Background: an optimization exercise with open tools, aiming at small area and a short achievable clock period. Do not read the settings as production practice. No run shown here included a check of the RTL's function; only the layout flow was run. Power figures rest on the tool's default switching activity, not on a simulated workload.

==> flow/design.v (outline; a module is shown in full before it is edited, if it fits) <==
// module mipsExecUnit: 1108 lines
module mipsExecUnit
(
    input  logic        clk,
    input  logic        rstN,
    input  logic        instrValid,
    input  logic [31:0] instrWord,
    input  logic [31:0] rsValue,
    input  logic [31:0] rtValue,
    output logic        resultValid,
    output logic [32:0] execOut
);
  // ...
==> flow/flow/run.sh <==
#!/bin/bash
bash standard.sh SETUP_SLACK_MARGIN=5.45 finish > standard.log 2>&1
==> flow/standard.sh <==
#!/bin/bash
# synth_recipe.tcl (not shown) runs the flow's synth.tcl, then flattens the netlist and writes it again
# the make line also repeats each setting of config.mk as NAME=value (left out here)
make -C /OpenROAD-flow-scripts/flow DESIGN_CONFIG=/design/flow/config.mk WORK_HOME=/design/flow/orfs CLKGATE_MAP_FILE= SYNTH_SCRIPT=/design/flow/synth_recipe.tcl "${@:-finish}"
==> flow/config.mk <==
export PLATFORM = sky130hd
export DESIGN_NAME = mipsExecUnit
export DESIGN_NICKNAME = mipsExecUnit
export VERILOG_FILES = /design/flow/design.v
export SDC_FILE = /design/flow/constraint.sdc
export NUM_CORES = 4
export LEC_CHECK = 0
export CAP_MARGIN = 20
export CORE_MARGIN = 2
export CORE_UTILIZATION = 65
export PLACE_DENSITY = 0.85
export SETUP_SLACK_MARGIN = 5
export SLEW_MARGIN = 20
==> flow/constraint.sdc <==
create_clock -name core_clock -period 9.0 [get_ports {clk}]
set_input_delay 1.8000 -clock core_clock [delete_from_list [all_inputs] [get_ports {clk}]]
set_output_delay 1.8000 -clock core_clock [all_outputs]
set_load 0.01 [all_outputs]
==> flow_summary.yaml, run 1 <==
yosys:
  yosysMostFrequentCell: "dfxtp_1"
  yosys_warnings: 1
  synth_top_family_by_area: "adder cells"
outcome:
  status: "complete, no violations"
worst_setup_path:
  rr_startpoint: "r2t[27]"
  worstPathRequired_ns: 7.20
pwr:
  sequentialPowerShare_pct: 41.4
  p_int_w: 0.00231
  total_leakage_power_nw: 10.4
detailed_routing:
  final_antenna_net_count: 0
  via_count: 17596
finish:
  final_common_cell: "a22oi_1"
  largest_reg_flops: 106
  syn2layout_area_growth_pct: 15.5
timing:
  skew_ns: 0.0208
  slew_headroom_pct: 43.6
clock_tree:
  hold_buffers: 0
  cts_tree: "yes"
  cts-root-buf: "clkbuf_16"
  clk_pin_slew_ns: 0.06
floorplan:
  nWellTaps: 442
grt:
  grt.overflow.total: 0
  grt_max_degree: 58
placed_design:
  dp_hpwl_mm: 46.8
  io_buffers: 127
min_path:
  worstHoldStart: "r2t[3]"
==> run 2: changes to the inputs <==
--- a/flow/design.v
+++ b/flow/design.v
@@ -1183,29 +1183,25 @@
     assign fc225 = (fs203 & r2t[96]) | (fs203 & fc202) | (r2t[96] & fc202);
     assign fs226 = fs204 ^ r2t[100] ^ fc203;
     assign fc226 = (fs204 & r2t[100]) | (fs204 & fc203) | (r2t[100] & fc203);
     logic [31:0] rowA, rowB;
     assign rowA = {(r2t[101] ^ r2t[102] ^ r2t[103] ^ r2t[104] ^ r2t[105] ^ fc204 ^ fc226), fs226, fs225, fs224, fs223, fs222, fs221, fs220, fs219, fs218, fs217, fs216, fs215, fs214, fs213, fs212, fs211, fs210, fs209, fs208, fs207, fs206, fs205, hs30, r2t[7], r2t[6], r2t[5], r2t[4], r2t[3], r2t[2], r2t[1], r2t[0]};
     assign rowB = {1'b0, fc225, fc224, fc223, fc222, fc221, fc220, fc219, fc218, fc217, fc216, fc215, fc214, fc213, fc212, fc211, fc210, fc209, fc208, fc207, fc206, fc205, hc30, r2t[12], 1'b0, 1'b0, 1'b0, 1'b0, 1'b0, 1'b0, 1'b0, 1'b0};
     logic [31:0] sum;
     assign sum = rowA + rowB;
-    logic [31:0] sum3, res;
-    logic        srl3, sltK3, sltS3, tk3, pass3, nsrl3, npass3;
+    logic [31:0] res;
+    logic        pass2;
+    assign pass2 = ~srl2 & ~slt2;
+    always_comb begin
+        for (int i = 1; i < 32; i++) res[i] = (pass2 & sum[i]) | (srl2 & sum[31-i]);
+        res[0] = (pass2 & sum[0]) | ((srl2 | sltS2) & sum[31]) | sltK2;
+    end
+    logic [31:0] res3;
+    logic        tk3;
     always_ff @(posedge clk) begin
         if (!rstN) resultValid <= 1'b0;
         else       resultValid <= v2;
-        sum3  <= sum;
-        srl3   <= srl2;
-        nsrl3  <= ~srl2;
-        pass3  <= ~srl2 & ~slt2;
-        npass3 <= srl2 | slt2;
-        sltK3 <= sltK2;
-        sltS3 <= sltS2;
-        tk3   <= tk2;
-    end
-    always_comb begin
-        for (int i = 1; i < 16; i++) res[i] = (pass3 & sum3[i]) | (srl3 & sum3[31-i]);
-        for (int i = 16; i < 32; i++) res[i] = ~((npass3 | ~sum3[i]) & (nsrl3 | ~sum3[31-i]));
-        res[0] = (pass3 & sum3[0]) | ((srl3 | sltS3) & sum3[31]) | sltK3;
+        res3 <= res;
+        tk3  <= tk2;
     end
-    assign execOut = {res, tk3};
+    assign execOut = {res3, tk3};
 endmodule
==> flow/config.mk (replaced) <==
export PLATFORM = sky130hd
export DESIGN_NAME = mipsExecUnit
export DESIGN_NICKNAME = mipsExecUnit
export VERILOG_FILES = /design/flow/design.v
export SDC_FILE = /design/flow/constraint.sdc
export NUM_CORES = 4
export LEC_CHECK = 0
export CAP_MARGIN = 20
export CORE_MARGIN = 2
export CORE_UTILIZATION = 60
export PLACE_DENSITY = 0.8
export SETUP_SLACK_MARGIN = 5
export SLEW_MARGIN = 20
==> run 2 against run 1 <==
  * Still clean on timing, DRC and antenna
  * Register-to-register slack got worse by 0.02 ns
  * Global-route usage fell by 3.2 points
  * Non-clock buffer count fell by 8
  * Critical path depth rose by 8
  * Combinational power fell by 0.5%
==> flow_summary.yaml, run 2 <==
outcome:
  status: "complete, no violations"
placed_design:
  place.gp.congestion: 0.988
  dp_hpwl_mm: 46.8
  io_buffers: 127
timing:
  slew_headroom_pct: 51.3
  skew_ns: 0.0415
  worst_pin_slew_ns: 0.730
  rsz0062_at_grt: "yes"
  maxSlewViolCount: 0
  hold_violations: 0
  setup_viol: 0
  fmax_ghz: 0.279
  post-route-period-util_pct: 39.8
  period_minus_slack_ns: 3.58
  tns_ns: 0
min_path:
  min_to: "srl2"
  worstHoldStart: "srl1"
  min_path_type: "flip-flop to flip-flop"
  min_path_cells: 0
pwr:
  sw_frac_of_total_pct: 30.9
  power.total_w: 0.00338
  combPwrFrac_pct: 24.6
  power.switching_w: 0.00104
  ir_drop_mv: 0.136
  sequentialPowerShare_pct: 39.6
  power_density_mw_per_mm2: 139
  clock_power_share_pct: 35.8
  total_leakage_power_nw: 10.0
  p_int_w: 0.00233
finish:
  largest_reg_flops: 106
  final_cell_mix: "a22oi_1, dfxtp_1, fa_1"
  regMostFlops: "r2t"
  drive_gt1_share_pct: 11.6
  reg.largest.list: "r2t: 106 flops, f1: 48 flops"
  nets: 2520
  final_common_cell: "a22oi_1"
  syn2layout_area_growth_pct: 14.6
  diodes: 0
yosys:
  synth_cell_type_count: 69
  synth-edff-count: 0
  synthCells: 2127
  synth_top_cell_area_share_pct: 25.0
  yosys_warnings: 1
  syn_nets: 2506
  syn_area_mm2: 0.0212
  avgSynthCellArea_um2: 9.97
  ys_ff_latch: 265
  synthFlopType: "dfxtp_1"
  async_flop_share_pct: 0
  yosys.area.top_type: "dfxtp_1"
  synth_common_cells: "dfxtp_1, a22oi_1, fa_1"
  yosysMostFrequentCell: "dfxtp_1"
  synthTopCellsByArea: "dfxtp_1, fa_1, a22oi_1, xnor2_1, xor2_1"
  seq_area_frac_synth_pct: 25.0
clock_tree:
  cts-root-buf: "clkbuf_16"
  hold_buffers: 0
  clockBufferDepth: 3
  cts_sinks: 265
  cts_buffers: 29
  h-tree-depth: 1
  clk_latency_ns: 0.60
  clk_pin_slew_ns: 0.06
  cts_tree: "yes"
floorplan:
  die_x_um: 192
  initial_core_util_pct: 61.1
  die_y_um: 192
  io_pins: 133
  row_count: 68
  design.die.area_mm2: 0.0369
  fp.coreArea_mm2: 0.0347
grt:
  use_met2_pct: 58.7
  grt_pass1_vias: 17835
  track_usage_pct: 36.8
  grt_pass1_wl_mm: 102
  antenna_found_initial: 1
  grtUsageMet1_pct: 45.6
  top_usage_layer: "met2"
  grt_use_met3_pct: 9.14
  grt_max_degree: 41
  grt.overflow.total: 0
detailed_routing:
  via_count: 17499
  final_antenna_net_count: 0
  first_pass_iters: 7
  finalWirelength_mm: 68.3
  drc: 0
  viasPerCell: 6.68
  wl_per_cell_um: 26.1
  drt_iter0_markers: 2533
worst_setup_path:
  rr_startpoint: "r2t[15]"
  crit_chain: "fa_1 -> fa_2 -> fa_2 -> a211oi_4 -> o21ai_2 -> a221oi_2 -> o41ai_2 -> buf_4 -> a211oi_2 -> xnor2_1 -> buf_4 -> a21o_1"
  reg2reg_depth: 12
  crit_path_end_kind: "flip-flop"
  crit_type: "flip-flop to flip-flop"
  r2r-end: "res3[1]"
  worstPathArrival_ns: 4.05
  cp_max_fo: 2
  cp_slowest_cell: "fa_1"
  cp_top_family: "adder cells"
  reg2reg_setup_slack_ns: 5.42
  path_buf_inv: 2
  worstSetupStartpointType: "flip-flop"
  slowest_delay_ns: 0.57
  worstPathRequired_ns: 9.46
run:
  drv_cap: 0
==> run 2: how the worst max path moves through the flow <==
stage	slack, ns	cells past startpoint	startpoint	to
6_report	5.42	12	r2t[15]	res3[1]
5_1_grt	5.33	12	r2t[15]	res3[1]
4_1_cts	5.41	8	instrWord[30]	f1[21]
3_5_place_dp	4.20	7	instrWord[27]	f1[46]
3_3_place_gp	4.25	8	instrWord[27]	f1[39]
2_1_floorplan	5.46	8	instrWord[26]	c1[21]
==> run 2: per-stage QoR <==
stage	setup slack, ns	instances	instance area, µm²	hold slack [ns]	utilization [%]
after global placement	4.25	2541	22500	0.312	64.9
after global routing	5.33	2619	24300	0.332	70.0
after floorplan	5.46	2127	21200	0.310	-
after detailed placement	4.20	2541	22500	0.316	64.9
final	5.42	2619	24300	0.327	70.0
after CTS	5.41	2606	23900	0.329	68.7
==> run 2: power groups by stage <==
stage / sequential, W / clock, W / combinational, W
2_1_floorplan: 0.00136 / 0 / 0.000447
3_3_place_gp: 0.00136 / 0 / 0.000751
3_5_place_dp: 0.00136 / 0 / 0.000773
4_1_cts: 0.00134 / 0.00121 / 0.000792
5_1_grt: 0.00135 / 0.00126 / 0.000878
6_report: 0.00134 / 0.00121 / 0.000829
==> run 2: cell type report <==
class | instances | area, µm²
clock inverters | 18 | 166
flip-flops and latches | 265 | 5370
well taps | 455 | 569
repair buffers | 192 | 2020
multi-input cells | 1483 | 14700
clock buffers | 36 | 792
inverters | 170 | 638
fillers | 2510 | 10400
==> run 2: logic make-up after synthesis <==
logic type                 count (synthesis)  share of synthesized area (%)
AOI/OAI and AO/OA                        494                           16.4
buffers and inverters                    382                           7.06
xor gates and xnor gates                 378                           15.6
adders and majority gates                280                           24.3
DFF                                      265                           25.0
and+or+nand+nor                          237                           5.40
muxes                                     91                           6.21
==> run 2: worst reg2reg max path, stage by stage, from the launching register on <==
cell      delay [ns]
dfxtp_2         0.33
fa_1            0.58
fa_2            0.50
fa_2            0.43
a211oi_4        0.29
o21ai_2         0.13
a221oi_2        0.34
o41ai_2         0.09
buf_4           0.16
a211oi_2        0.21
xnor2_1         0.11
buf_4           0.16
a21o_1          0.17
==> run 2: metal layers <==
layer | part of all wire, % | vias to the layer above
met3 | 13 | 344
met2 | 45 | 1466
li1 | - | 7260
met4 | 7.4 | 0
met1 | 35 | 8429
met5 | 0 | -
==> run 2: timing repair <==
action	4_1_cts	5_1_grt
buffers inserted	10	7
cloned	1	6
resized for setup	103	85
setup endpoints to repair	148	91
pin swaps	9	9

[afterwards: timing with drivers on the ports]
Ports are ideal in the flow. The routed layouts listed here were re-timed in OpenROAD. Step 1 sets driving cells, clkbuf_16 on the clock port and buf_2 on the other inputs (assumed; they add their load-dependent delay and slew). Step 2 moves the port delays by t, midway between the first and last clock arrival at a register: inputs arrive t later, outputs are due t later. That takes back most of the time a late clock gives input paths. Three values: no drivers, after step 1, after step 2; two values: the first two.
| run | shift t [ns] | setup slack, ns | worst hold slack (ns) | slew at the worst register clock pin (ns) | worst slew at a driven data input, ns |
|---|---|---|---|---|---|
| run 1 | 0.629 | 5.324 / 5.273 / 4.831 | 0.327 / 0.327 / 0.327 | 0.07 / 0.07 | 0.04 |
| run 2 | 0.636 | 5.416 / 5.416 / 4.879 | 0.327 / 0.327 / 0.327 | 0.07 / 0.07 | 0.04 |
After both steps every run listed still meets setup and hold. For run 2, which loses most, drivers alone change the setup slack by 0.000 ns; drivers and shift together by -0.537 ns.
